Context: an optimization exercise on an open-source flow, tuned for a short achievable clock period and few clock cycles. The choices shown serve that exercise and are no tape-out recipe.
RTL that was checked went through simulation tests only; none was proved equivalent to the original.
The clock port is modelled as an ideal driver, which makes a skipped or thinned clock tree look cheaper than it is; a real chip needs a root buffer or a tree.
No activity file was given, so power comes from the tool's default toggle rates.

==> inputs of branch harbor <==
==> flow/design.v <==
package ahb_master_pkg;
    localparam int ADDR_W     = 32;
    localparam int DATA_W     = 32;
    localparam int FIFO_DEPTH = 16;    
    localparam int CNT_W      = 5;
    localparam int BEAT_BYTES = 4;     
    typedef logic [ADDR_W-1:0] addr_t;
    typedef logic [DATA_W-1:0] data_t;
    typedef logic [3:0]        beat_cnt_t;
    typedef logic [CNT_W-1:0]  fifo_cnt_t;
    typedef enum logic [1:0] {
        BURST_SINGLE = 2'd0,
        BURST_INCR4  = 2'd1,
        BURST_INCR8  = 2'd2,
        BURST_INCR16 = 2'd3
    } burst_code_e;
    typedef enum logic [1:0] {
        HTRANS_IDLE   = 2'b00,
        HTRANS_BUSY   = 2'b01,
        HTRANS_NONSEQ = 2'b10,
        HTRANS_SEQ    = 2'b11
    } htrans_e;
    typedef logic [2:0] hburst_t;
    localparam hburst_t HBURST_SINGLE = 3'b000;
    localparam hburst_t HBURST_INCR4  = 3'b011;
    localparam hburst_t HBURST_INCR8  = 3'b101;
    localparam hburst_t HBURST_INCR16 = 3'b111;
    localparam logic [2:0] HSIZE_WORD = 3'b010;
    typedef struct packed {
        addr_t       addr;
        logic        write;     
        burst_code_e burst;
    } ahb_req_t;
    typedef struct packed {
        addr_t      haddr;
        htrans_e    htrans;
        hburst_t    hburst;
        logic [2:0] hsize;
        logic       hwrite;
        logic       hmastlock;
    } ahb_addr_phase_t;
endpackage
module ahb_master (
    input  logic                            i_clk,
    input  logic                            i_reset_n,
    input  logic                            i_req_valid,
    input  ahb_master_pkg::ahb_req_t        i_req,
    input  logic                            i_wdata_valid,
    input  ahb_master_pkg::data_t           i_wdata,
    output logic                            o_rdata_valid,
    output ahb_master_pkg::data_t           o_rdata,
    output logic                            o_busy,
    output logic                            o_err,
    output ahb_master_pkg::ahb_addr_phase_t o_ahb,
    output ahb_master_pkg::data_t           o_hwdata,
    input  ahb_master_pkg::data_t           i_hrdata,
    input  logic                            i_hready,
    input  logic                            i_hresp
);
    localparam int DEPTH = ahb_master_pkg::FIFO_DEPTH;
    ahb_master_pkg::ahb_req_t q0, q1;
    logic       qv0;        
    logic       busy_q;     
    logic       take;
    logic       pop;
    assign take = i_req_valid && !busy_q;
    ahb_master_pkg::htrans_e   htrans_q;
    logic [1:0]                bcode_q;    
    logic                      hwrite_q;
    ahb_master_pkg::beat_cnt_t rem_q;      
    logic                      more_q;     
    logic                      rem1_q;     
    logic [31:10]              hi_q;
    logic [9:2]                lo_q;
    logic [1:0]                a10_q;
    logic                      lo_full_q;  
    logic [31:10]              hi_inc_q;   
    logic                      inc_ok_q;   
    logic [DEPTH-1:0]          credit_q;
    logic                      credit_nz;
    assign credit_nz = credit_q[0];
    logic                    cur_xfer;      
    logic                    head_ok;       
    logic                    nx_start;      
    logic                    nx_seq;        
    ahb_master_pkg::htrans_e nx_htrans;
    logic                    nx_wr_issue;   
    logic [1:0]              hb;
    ahb_master_pkg::addr_t   addr_cur;
    ahb_master_pkg::addr_t   addr_nx;
    assign cur_xfer = htrans_q[1];
    assign head_ok  = qv0 && (!q0.write || credit_nz);
    assign nx_start = !more_q && head_ok;
    assign nx_seq   = more_q && (!hwrite_q || credit_nz) && (inc_ok_q || !lo_full_q);
    assign hb       = q0.burst;
    assign addr_cur = {hi_q, lo_q, a10_q};
    always_comb begin
        if (nx_seq) begin
            nx_htrans = ahb_master_pkg::HTRANS_SEQ;
        end else if (more_q) begin
            nx_htrans = ahb_master_pkg::HTRANS_BUSY;
        end else if (nx_start) begin
            nx_htrans = ahb_master_pkg::HTRANS_NONSEQ;
        end else begin
            nx_htrans = ahb_master_pkg::HTRANS_IDLE;
        end
    end
    always_comb begin
        if (nx_start) begin
            addr_nx = q0.addr;
        end else if (nx_seq) begin
            addr_nx = {lo_full_q ? hi_inc_q : hi_q, lo_q + 8'd1, a10_q};
        end else begin
            addr_nx = addr_cur;
        end
    end
    assign nx_wr_issue = more_q ? (hwrite_q && nx_seq) : (nx_start && q0.write);
    assign pop         = i_hready && nx_start;
    always_ff @(posedge i_clk or negedge i_reset_n) begin
        if (!i_reset_n) begin
            htrans_q <= ahb_master_pkg::HTRANS_IDLE;
            rem_q    <= '0;
            more_q   <= 1'b0;
            rem1_q   <= 1'b0;
        end else if (i_hready) begin
            htrans_q <= nx_htrans;
            if (nx_start) begin
                rem_q  <= {hb == 2'd3, hb[1], hb != 2'd0, hb != 2'd0};
                more_q <= (hb != 2'd0);
                rem1_q <= 1'b0;
            end else if (nx_seq) begin
                rem_q  <= rem_q - ahb_master_pkg::beat_cnt_t'(1);
                more_q <= !rem1_q;
                rem1_q <= (rem_q == 4'd2);
            end
        end
    end
    always_ff @(posedge i_clk) begin
        if (i_hready) begin
            {hi_q, lo_q, a10_q} <= addr_nx;
            if (nx_start) begin
                bcode_q   <= hb;
                hwrite_q  <= q0.write;
                lo_full_q <= (q0.addr[9:2] == 8'hff);
            end else if (nx_seq) begin
                lo_full_q <= (lo_q == 8'hfe);
            end
        end
        hi_inc_q <= hi_q + 22'd1;
    end
    always_ff @(posedge i_clk or negedge i_reset_n) begin
        if (!i_reset_n) begin
            inc_ok_q <= 1'b0;
        end else begin
            inc_ok_q <= !pop;
        end
    end
    ahb_master_pkg::addr_t   haddr_o;
    ahb_master_pkg::hburst_t hburst_nx;
    ahb_master_pkg::hburst_t hburst_o;
    logic                    hwrite_o;
    ahb_master_pkg::htrans_e htrans_o;
    logic                    hlock_o;
    assign hburst_nx = (i_hready && nx_start) ? {hb[1], hb[0], hb != 2'd0}
                                              : {bcode_q[1], bcode_q[0], bcode_q != 2'd0};
    always_ff @(posedge i_clk) begin
        haddr_o  <= i_hready ? addr_nx : addr_cur;
        hburst_o <= hburst_nx;
        hwrite_o <= (i_hready && nx_start) ? q0.write : hwrite_q;
    end
    always_ff @(posedge i_clk or negedge i_reset_n) begin
        if (!i_reset_n) begin
            htrans_o <= ahb_master_pkg::HTRANS_IDLE;
            hlock_o  <= 1'b0;
        end else begin
            htrans_o <= i_hready ? nx_htrans : htrans_q;
            hlock_o  <= i_hready ? (nx_htrans != ahb_master_pkg::HTRANS_IDLE) : (htrans_q != ahb_master_pkg::HTRANS_IDLE);
        end
    end
    always_ff @(posedge i_clk or negedge i_reset_n) begin
        if (!i_reset_n) begin
            qv0    <= 1'b0;
            busy_q <= 1'b0;
        end else begin
            case ({take, pop})
                2'b10: begin
                    qv0    <= 1'b1;
                    busy_q <= qv0;
                end
                2'b01: begin
                    qv0    <= busy_q;
                    busy_q <= 1'b0;
                end
                default: ;
            endcase
        end
    end
    always_ff @(posedge i_clk) begin
        if (pop || !qv0) begin
            q0 <= busy_q ? q1 : i_req;
        end
        if (!busy_q) begin
            q1 <= i_req;
        end
    end
    logic busy_o;
    always_ff @(posedge i_clk or negedge i_reset_n) begin
        if (!i_reset_n) begin
            busy_o <= 1'b0;
        end else begin
            busy_o <= (busy_q && !pop) || (qv0 && take && !pop);
        end
    end
    ahb_master_pkg::data_t mem [DEPTH];
    logic [DEPTH-1:0]      wsel;         
    logic [DEPTH-1:0]      dsel;         
    logic [DEPTH-1:0]      csel;         
    ahb_master_pkg::data_t head_word;
    ahb_master_pkg::data_t cur_word;
    ahb_master_pkg::data_t hwdata_o;
    logic                  wr_acc;       
    logic                  wr_issue;
    logic                  cr_up, cr_dn;
    assign wr_acc   = i_hready && cur_xfer && hwrite_q;
    assign wr_issue = i_hready && nx_wr_issue;
    assign cr_up    = i_wdata_valid && !wr_issue;
    assign cr_dn    = !i_wdata_valid && wr_issue;
    assign csel = {dsel[0], dsel[DEPTH-1:1]};
    always_comb begin
        head_word = '0;
        cur_word  = '0;
        for (int k = 0; k < DEPTH; k++) begin
            head_word = head_word | (mem[k] & {ahb_master_pkg::DATA_W{dsel[k]}});
            cur_word  = cur_word  | (mem[k] & {ahb_master_pkg::DATA_W{csel[k]}});
        end
    end
    always_ff @(posedge i_clk or negedge i_reset_n) begin
        if (!i_reset_n) begin
            wsel     <= DEPTH'(1);
            dsel     <= DEPTH'(1);
            credit_q <= '0;
        end else begin
            if (i_wdata_valid) begin
                wsel <= {wsel[DEPTH-2:0], wsel[DEPTH-1]};
            end
            if (wr_acc) begin
                dsel <= {dsel[DEPTH-2:0], dsel[DEPTH-1]};
            end
            if (cr_up) begin
                credit_q <= {credit_q[DEPTH-2:0], 1'b1};
            end else if (cr_dn) begin
                credit_q <= {1'b0, credit_q[DEPTH-1:1]};
            end
        end
    end
    always_ff @(posedge i_clk) begin
        for (int k = 0; k < DEPTH; k++) begin
            if (i_wdata_valid && wsel[k]) begin
                mem[k] <= i_wdata;
            end
        end
        hwdata_o <= wr_acc ? head_word : cur_word;
    end
    logic                  dvalid_q;
    logic                  dwrite_q;
    logic                  rdv_q;
    logic                  err_q;
    ahb_master_pkg::data_t rdata_q;
    always_ff @(posedge i_clk or negedge i_reset_n) begin
        if (!i_reset_n) begin
            dvalid_q <= 1'b0;
            dwrite_q <= 1'b0;
            rdv_q    <= 1'b0;
            err_q    <= 1'b0;
        end else begin
            if (i_hready) begin
                dvalid_q <= cur_xfer;
                dwrite_q <= hwrite_q;
            end
            rdv_q <= dvalid_q && !dwrite_q && i_hready;
            err_q <= dvalid_q && i_hready && i_hresp;
        end
    end
    always_ff @(posedge i_clk) begin
        rdata_q <= i_hrdata;
    end
    assign o_busy        = busy_o;
    assign o_rdata_valid = rdv_q;
    assign o_rdata       = rdata_q;
    assign o_err         = err_q;
    assign o_hwdata      = hwdata_o;
    assign o_ahb.haddr     = haddr_o;
    assign o_ahb.htrans    = htrans_o;
    assign o_ahb.hburst    = hburst_o;
    assign o_ahb.hsize     = ahb_master_pkg::HSIZE_WORD;
    assign o_ahb.hwrite    = hwrite_o;
    assign o_ahb.hmastlock = hlock_o;
endmodule
==> flow/run.sh <==
#!/bin/bash
# synth_recipe.tcl (not shown) runs the flow's synth.tcl, then flattens the netlist and writes it again
# the make line also repeats each setting of config.mk as NAME=value (left out here)
make -C /OpenROAD-flow-scripts/flow DESIGN_CONFIG=/design/flow/config.mk WORK_HOME=/design/flow/orfs CLKGATE_MAP_FILE= SYNTH_SCRIPT=/design/flow/synth_recipe.tcl finish
==> flow/config.mk <==
export PLATFORM = sky130hd
export DESIGN_NAME = ahb_master
export DESIGN_NICKNAME = ahb_master
export VERILOG_FILES = /design/flow/design.v
export SDC_FILE = /design/flow/constraint.sdc
export NUM_CORES = 4
export LEC_CHECK = 0
export ABC_CLOCK_PERIOD_IN_PS = 1500
export CAP_MARGIN = 20
export CORE_MARGIN = 2
export CORE_UTILIZATION = 40
export SETUP_SLACK_MARGIN = 4.5
export SLEW_MARGIN = 20
==> flow/constraint.sdc <==
create_clock -name core_clock -period 6.0 [get_ports {i_clk}]
set_input_delay 1.2000 -clock core_clock [delete_from_list [all_inputs] [get_ports {i_clk}]]
set_output_delay 1.2000 -clock core_clock [all_outputs]
set_load 0.01 [all_outputs]
==> branch pepper (differences from branch harbor) <==
--- a/flow/design.v
+++ b/flow/design.v
@@ -64,7 +64,7 @@
     logic       take;
     logic       pop;
     assign take = i_req_valid && !busy_q;
-    ahb_master_pkg::htrans_e   htrans_q;
+    logic                      xfer_q;     
     logic [1:0]                bcode_q;    
     logic                      hwrite_q;
     ahb_master_pkg::beat_cnt_t rem_q;      
@@ -88,7 +88,7 @@
     logic [1:0]              hb;
     ahb_master_pkg::addr_t   addr_cur;
     ahb_master_pkg::addr_t   addr_nx;
-    assign cur_xfer = htrans_q[1];
+    assign cur_xfer = xfer_q;
     assign head_ok  = qv0 && (!q0.write || credit_nz);
     assign nx_start = !more_q && head_ok;
     assign nx_seq   = more_q && (!hwrite_q || credit_nz) && (inc_ok_q || !lo_full_q);
@@ -118,12 +118,12 @@
     assign pop         = i_hready && nx_start;
     always_ff @(posedge i_clk or negedge i_reset_n) begin
         if (!i_reset_n) begin
-            htrans_q <= ahb_master_pkg::HTRANS_IDLE;
+            xfer_q   <= 1'b0;
             rem_q    <= '0;
             more_q   <= 1'b0;
             rem1_q   <= 1'b0;
         end else if (i_hready) begin
-            htrans_q <= nx_htrans;
+            xfer_q   <= nx_seq || nx_start;
             if (nx_start) begin
                 rem_q  <= {hb == 2'd3, hb[1], hb != 2'd0, hb != 2'd0};
                 more_q <= (hb != 2'd0);
@@ -173,8 +173,10 @@
             htrans_o <= ahb_master_pkg::HTRANS_IDLE;
             hlock_o  <= 1'b0;
         end else begin
-            htrans_o <= i_hready ? nx_htrans : htrans_q;
-            hlock_o  <= i_hready ? (nx_htrans != ahb_master_pkg::HTRANS_IDLE) : (htrans_q != ahb_master_pkg::HTRANS_IDLE);
+            if (i_hready) begin
+                htrans_o <= nx_htrans;
+                hlock_o  <= (nx_htrans != ahb_master_pkg::HTRANS_IDLE);
+            end
         end
     end
     always_ff @(posedge i_clk or negedge i_reset_n) begin
@@ -225,7 +227,6 @@
     assign wr_issue = i_hready && nx_wr_issue;
     assign cr_up    = i_wdata_valid && !wr_issue;
     assign cr_dn    = !i_wdata_valid && wr_issue;
-    assign csel = {dsel[0], dsel[DEPTH-1:1]};
     always_comb begin
         head_word = '0;
         cur_word  = '0;
@@ -238,6 +239,7 @@
         if (!i_reset_n) begin
             wsel     <= DEPTH'(1);
             dsel     <= DEPTH'(1);
+            csel     <= DEPTH'(1) << (DEPTH - 1);
             credit_q <= '0;
         end else begin
             if (i_wdata_valid) begin
@@ -245,6 +247,7 @@
             end
             if (wr_acc) begin
                 dsel <= {dsel[DEPTH-2:0], dsel[DEPTH-1]};
+                csel <= {csel[DEPTH-2:0], csel[DEPTH-1]};
             end
             if (cr_up) begin
                 credit_q <= {credit_q[DEPTH-2:0], 1'b1};
==> flow/flow/run.sh (new file) <==
#!/bin/bash
# The standard layout, except for the clock tree: flow/mycts.tcl builds a
# two-level tree (the clock port feeds 4 root buf_16, each of
# which feeds the clkbuf_16 leaf buffers of its part of the die, each
# leaf feeding at most 20 flip-flops) in place of TritonCTS's
# three-level H-tree. Everything else, synthesis included, is standard.sh.
set -euo pipefail
cd "$(dirname "$0")/.."
export PRE_CTS_TCL="$PWD/flow/mycts.tcl"
bash standard.sh finish > standard.log 2>&1
==> flow/flow/mycts.tcl (new file) <==
# Two-level clock tree, built before (and in place of) TritonCTS.
# The clock port feeds NROOT root buffers; each root feeds the leaf buffers of
# its part of the die; each leaf buffer feeds a compact group of about
# MYCTS_LEAF clock pins, found by recursive median bisection of the pins'
# positions. Then clock_tree_synthesis is turned into a no-op so that the rest
# of ORFS's cts.tcl (legalization, repair_timing) runs as usual.

set clk_port  [expr {[info exists ::env(MYCTS_PORT)] ? $::env(MYCTS_PORT) : "i_clk"}]
set leaf_max  [expr {[info exists ::env(MYCTS_LEAF)] ? $::env(MYCTS_LEAF) : 20}]
set nroot     [expr {[info exists ::env(MYCTS_NROOT)] ? $::env(MYCTS_NROOT) : 4}]
set leaf_cell [expr {[info exists ::env(MYCTS_LEAF_CELL)] ? $::env(MYCTS_LEAF_CELL) : "sky130_fd_sc_hd__clkbuf_16"}]
set root_cell [expr {[info exists ::env(MYCTS_ROOT_CELL)] ? $::env(MYCTS_ROOT_CELL) : "sky130_fd_sc_hd__buf_16"}]

set db    [ord::get_db]
set block [ord::get_db_block]
set clk   [$block findNet $clk_port]

# Sinks: {x y iterm}
set sinks {}
foreach it [$clk getITerms] {
  set xy [$it getAvgXY]
  lappend sinks [list [lindex $xy 1] [lindex $xy 2] $it]
}
puts "MYCTS: [llength $sinks] sinks on $clk_port"

# Split a list of points into ng groups of near-equal size, by cuts along the
# longer side of their bounding box
proc bisect {pts ng} {
  if {$ng <= 1} { return [list $pts] }
  set xs [lmap p $pts {lindex $p 0}]
  set ys [lmap p $pts {lindex $p 1}]
  set dx [expr {[tcl::mathfunc::max {*}$xs] - [tcl::mathfunc::min {*}$xs]}]
  set dy [expr {[tcl::mathfunc::max {*}$ys] - [tcl::mathfunc::min {*}$ys]}]
  set k [expr {$dx >= $dy ? 0 : 1}]
  set s [lsort -integer -index $k $pts]
  set n1 [expr {$ng / 2}]
  set h [expr {int(round(double([llength $s]) * $n1 / $ng))}]
  return [concat [bisect [lrange $s 0 [expr {$h - 1}]] $n1] [bisect [lrange $s $h end] [expr {$ng - $n1}]]]
}

proc centroid {pts} {
  set sx 0; set sy 0
  foreach p $pts { set sx [expr {$sx + [lindex $p 0]}]; set sy [expr {$sy + [lindex $p 1]}] }
  set n [llength $pts]
  return [list [expr {$sx / $n}] [expr {$sy / $n}]]
}

proc place_at {inst xy} {
  set m [$inst getMaster]
  set x [expr {int([lindex $xy 0] - [$m getWidth] / 2)}]
  set y [expr {int([lindex $xy 1] - [$m getHeight] / 2)}]
  $inst setLocation $x $y
  $inst setPlacementStatus PLACED
}

# Leaf groups of at most leaf_max sinks
set n [llength $sinks]
set nleaf [expr {int(ceil(double($n) / $leaf_max))}]
set groups [bisect $sinks $nleaf]
puts "MYCTS: [llength $groups] leaf groups of up to [tcl::mathfunc::max {*}[lmap g $groups {llength $g}]] sinks"

set leaf_master [$db findMaster $leaf_cell]
set root_master [$db findMaster $root_cell]

# Leaves
set leaves {}
set i 0
foreach g $groups {
  set name "mycts_leaf_$i"
  set inst [odb::dbInst_create $block $leaf_master $name]
  set net  [odb::dbNet_create $block "mycts_leaf_net_$i"]
  $net setSigType CLOCK
  foreach p $g {
    set it [lindex $p 2]
    $it disconnect
    $it connect $net
  }
  [$inst findITerm X] connect $net
  set c [centroid $g]
  place_at $inst $c
  lappend leaves [list {*}$c $inst]
  incr i
}

# Roots: one per part of the leaves
set rgroups [bisect $leaves $nroot]
set i 0
foreach g $rgroups {
  set inst [odb::dbInst_create $block $root_master "mycts_root_$i"]
  set net  [odb::dbNet_create $block "mycts_root_net_$i"]
  $net setSigType CLOCK
  foreach p $g {
    [[lindex $p 2] findITerm A] connect $net
  }
  [$inst findITerm X] connect $net
  [$inst findITerm A] connect $clk
  place_at $inst [centroid $g]
  incr i
}
$clk setSigType CLOCK
puts "MYCTS: [llength $rgroups] roots on $clk_port"

# Leave the rest of cts.tcl to run as usual
rename clock_tree_synthesis tcts_clock_tree_synthesis
proc clock_tree_synthesis {args} {
  puts "MYCTS: clock_tree_synthesis $args skipped, tree built by mycts.tcl"
  set_propagated_clock [all_clocks]
}
proc repair_clock_inverters {args} {}
==> flow/standard.sh (new file) <==
#!/bin/bash
# synth_recipe.tcl (not shown) runs the flow's synth.tcl, then flattens the netlist and writes it again
# the make line also repeats each setting of config.mk as NAME=value (left out here)
make -C /OpenROAD-flow-scripts/flow DESIGN_CONFIG=/design/flow/config.mk WORK_HOME=/design/flow/orfs CLKGATE_MAP_FILE= SYNTH_SCRIPT=/design/flow/synth_recipe.tcl "${@:-finish}"
- CORE_UTILIZATION: 40 -> 65
- SETUP_SLACK_MARGIN: 4.5 -> 4.0
removed: flow/run.sh
==> branch ember (differences from branch harbor) <==
--- a/flow/design.v
+++ b/flow/design.v
@@ -65,7 +65,8 @@
     logic       pop;
     assign take = i_req_valid && !busy_q;
     ahb_master_pkg::htrans_e   htrans_q;
-    logic [1:0]                bcode_q;    
+    logic                      hlock_q;
+    ahb_master_pkg::hburst_t   hburst_q;
     logic                      hwrite_q;
     ahb_master_pkg::beat_cnt_t rem_q;      
     logic                      more_q;     
@@ -75,7 +76,6 @@
     logic [1:0]                a10_q;
     logic                      lo_full_q;  
     logic [31:10]              hi_inc_q;   
-    logic                      inc_ok_q;   
     logic [DEPTH-1:0]          credit_q;
     logic                      credit_nz;
     assign credit_nz = credit_q[0];
@@ -91,14 +91,14 @@
     assign cur_xfer = htrans_q[1];
     assign head_ok  = qv0 && (!q0.write || credit_nz);
     assign nx_start = !more_q && head_ok;
-    assign nx_seq   = more_q && (!hwrite_q || credit_nz) && (inc_ok_q || !lo_full_q);
+    assign nx_seq   = more_q && (!hwrite_q || credit_nz);
     assign hb       = q0.burst;
     assign addr_cur = {hi_q, lo_q, a10_q};
     always_comb begin
         if (nx_seq) begin
             nx_htrans = ahb_master_pkg::HTRANS_SEQ;
         end else if (more_q) begin
-            nx_htrans = ahb_master_pkg::HTRANS_BUSY;
+            nx_htrans = ahb_master_pkg::HTRANS_BUSY;    
         end else if (nx_start) begin
             nx_htrans = ahb_master_pkg::HTRANS_NONSEQ;
         end else begin
@@ -114,16 +114,18 @@
             addr_nx = addr_cur;
         end
     end
-    assign nx_wr_issue = more_q ? (hwrite_q && nx_seq) : (nx_start && q0.write);
+    assign nx_wr_issue = more_q ? (hwrite_q && credit_nz) : (nx_start && q0.write);
     assign pop         = i_hready && nx_start;
     always_ff @(posedge i_clk or negedge i_reset_n) begin
         if (!i_reset_n) begin
             htrans_q <= ahb_master_pkg::HTRANS_IDLE;
+            hlock_q  <= 1'b0;
             rem_q    <= '0;
             more_q   <= 1'b0;
             rem1_q   <= 1'b0;
         end else if (i_hready) begin
             htrans_q <= nx_htrans;
+            hlock_q  <= (nx_htrans != ahb_master_pkg::HTRANS_IDLE);
             if (nx_start) begin
                 rem_q  <= {hb == 2'd3, hb[1], hb != 2'd0, hb != 2'd0};
                 more_q <= (hb != 2'd0);
@@ -139,43 +141,18 @@
         if (i_hready) begin
             {hi_q, lo_q, a10_q} <= addr_nx;
             if (nx_start) begin
-                bcode_q   <= hb;
+                hburst_q  <= {hb[1], hb[0], hb != 2'd0};
                 hwrite_q  <= q0.write;
                 lo_full_q <= (q0.addr[9:2] == 8'hff);
             end else if (nx_seq) begin
                 lo_full_q <= (lo_q == 8'hfe);
             end
         end
-        hi_inc_q <= hi_q + 22'd1;
-    end
-    always_ff @(posedge i_clk or negedge i_reset_n) begin
-        if (!i_reset_n) begin
-            inc_ok_q <= 1'b0;
-        end else begin
-            inc_ok_q <= !pop;
-        end
-    end
-    ahb_master_pkg::addr_t   haddr_o;
-    ahb_master_pkg::hburst_t hburst_nx;
-    ahb_master_pkg::hburst_t hburst_o;
-    logic                    hwrite_o;
-    ahb_master_pkg::htrans_e htrans_o;
-    logic                    hlock_o;
-    assign hburst_nx = (i_hready && nx_start) ? {hb[1], hb[0], hb != 2'd0}
-                                              : {bcode_q[1], bcode_q[0], bcode_q != 2'd0};
-    always_ff @(posedge i_clk) begin
-        haddr_o  <= i_hready ? addr_nx : addr_cur;
-        hburst_o <= hburst_nx;
-        hwrite_o <= (i_hready && nx_start) ? q0.write : hwrite_q;
-    end
-    always_ff @(posedge i_clk or negedge i_reset_n) begin
-        if (!i_reset_n) begin
-            htrans_o <= ahb_master_pkg::HTRANS_IDLE;
-            hlock_o  <= 1'b0;
-        end else begin
-            htrans_o <= i_hready ? nx_htrans : htrans_q;
-            hlock_o  <= i_hready ? (nx_htrans != ahb_master_pkg::HTRANS_IDLE) : (htrans_q != ahb_master_pkg::HTRANS_IDLE);
-        end
+        hi_inc_q <= pop ? q0.addr[31:10] + 22'd1 : hi_q + 22'd1;
+    end
+    ahb_master_pkg::addr_t haddr_o;
+    always_ff @(posedge i_clk) begin
+        haddr_o <= i_hready ? addr_nx : addr_cur;
     end
     always_ff @(posedge i_clk or negedge i_reset_n) begin
         if (!i_reset_n) begin
@@ -203,21 +180,12 @@
             q1 <= i_req;
         end
     end
-    logic busy_o;
-    always_ff @(posedge i_clk or negedge i_reset_n) begin
-        if (!i_reset_n) begin
-            busy_o <= 1'b0;
-        end else begin
-            busy_o <= (busy_q && !pop) || (qv0 && take && !pop);
-        end
-    end
     ahb_master_pkg::data_t mem [DEPTH];
     logic [DEPTH-1:0]      wsel;         
     logic [DEPTH-1:0]      dsel;         
-    logic [DEPTH-1:0]      csel;         
     ahb_master_pkg::data_t head_word;
-    ahb_master_pkg::data_t cur_word;
-    ahb_master_pkg::data_t hwdata_o;
+    ahb_master_pkg::data_t hw_q;         
+    ahb_master_pkg::data_t hwdata_o;     
     logic                  wr_acc;       
     logic                  wr_issue;
     logic                  cr_up, cr_dn;
@@ -225,13 +193,10 @@
     assign wr_issue = i_hready && nx_wr_issue;
     assign cr_up    = i_wdata_valid && !wr_issue;
     assign cr_dn    = !i_wdata_valid && wr_issue;
-    assign csel = {dsel[0], dsel[DEPTH-1:1]};
     always_comb begin
         head_word = '0;
-        cur_word  = '0;
         for (int k = 0; k < DEPTH; k++) begin
             head_word = head_word | (mem[k] & {ahb_master_pkg::DATA_W{dsel[k]}});
-            cur_word  = cur_word  | (mem[k] & {ahb_master_pkg::DATA_W{csel[k]}});
         end
     end
     always_ff @(posedge i_clk or negedge i_reset_n) begin
@@ -259,7 +224,10 @@
                 mem[k] <= i_wdata;
             end
         end
-        hwdata_o <= wr_acc ? head_word : cur_word;
+        if (wr_acc) begin
+            hw_q <= head_word;
+        end
+        hwdata_o <= wr_acc ? head_word : hw_q;
     end
     logic                  dvalid_q;
     logic                  dwrite_q;
@@ -284,15 +252,15 @@
     always_ff @(posedge i_clk) begin
         rdata_q <= i_hrdata;
     end
-    assign o_busy        = busy_o;
+    assign o_busy        = busy_q;
     assign o_rdata_valid = rdv_q;
     assign o_rdata       = rdata_q;
     assign o_err         = err_q;
     assign o_hwdata      = hwdata_o;
     assign o_ahb.haddr     = haddr_o;
-    assign o_ahb.htrans    = htrans_o;
-    assign o_ahb.hburst    = hburst_o;
+    assign o_ahb.htrans    = htrans_q;
+    assign o_ahb.hburst    = hburst_q;
     assign o_ahb.hsize     = ahb_master_pkg::HSIZE_WORD;
-    assign o_ahb.hwrite    = hwrite_o;
-    assign o_ahb.hmastlock = hlock_o;
+    assign o_ahb.hwrite    = hwrite_q;
+    assign o_ahb.hmastlock = hlock_q;
 endmodule
==> qor summary <==
metric	branch harbor	branch pepper	branch ember
Avg Cell Area, Syn	15.5 um^2	15.4 um^2	16.6 um^2
Reported sequential group power	0.00730 W	0.00732 W	0.00717 W
Area used by sequential logic in the layout	22500 um^2	22800 um^2	22600 um^2
Psw	0.00486 W	0.00329 W	0.00437 W
Final period utilization	40.1%	36.0%	42.0%
Total routed wire length on the met1 layer	44200 um	33900 um	35300 um
Post-route non-filler standard cell count	3657	2959	3346
Post-Synthesis Cells	2052	2107	1751
Y dimension of the die	286 um	227 um	274 um
Final-layout worst hold slack	0.441 ns	0.449 ns	0.437 ns
Outcome	timing/DRC/antenna clean	timing/DRC/antenna clean	timing/DRC/antenna clean
Launch point of the worst path	htrans_o[1]	hlock_o	hwdata_o[9]
Clock group total power	0.00539 W	0.00306 W	0.00536 W
Testbench counts of branch harbor, summed over its fixed seeds: cycles 14,174.
Testbench counts of branch pepper, summed over its fixed seeds: cycles 14,174.
Function not checked in branch ember: the RTL went through the layout flow alone. The clock cells of branch pepper come from the design's own scripts or RTL, not from TritonCTS.

afterwards: timing with drivers on the ports:
The flow's constraints put no driver on any port. The routed layouts listed below were extracted and timed again, unchanged, in two steps.
Step 1, drivers: a clkbuf_16 drives i_clk and a buf_2 each remaining input, both assumed.
Step 2 moves the port delays by t, midway between the first and last clock arrival at a register: inputs arrive t later, outputs are due t later. That takes back most of the time a late clock gives input paths.
Slacks: no drivers / after step 1 / after step 2; pairs: no drivers / after step 1.
| run | t, ns | setup slack, ns | worst setup path after step 2 | latest minus earliest clock arrival (ns) | worst data-port slew with drivers (ns) |
|---|---|---|---|---|---|
| branch harbor | 0.720 | 3.596 / 3.528 / 3.456 | input to register | 0.063 / 0.063 | 0.22 |
| branch pepper | 0.529 | 3.837 / 3.688 / 3.533 | input to register | 0.040 / 0.040 | 0.15 |
| branch ember | 0.690 | 3.481 / 3.421 / 2.811 | input to register | 0.027 / 0.026 | 0.19 |
After both steps every run listed still meets setup and hold. The setup slack of branch ember, which loses most, moves by -0.060 ns with the drivers and by -0.670 ns with both steps.
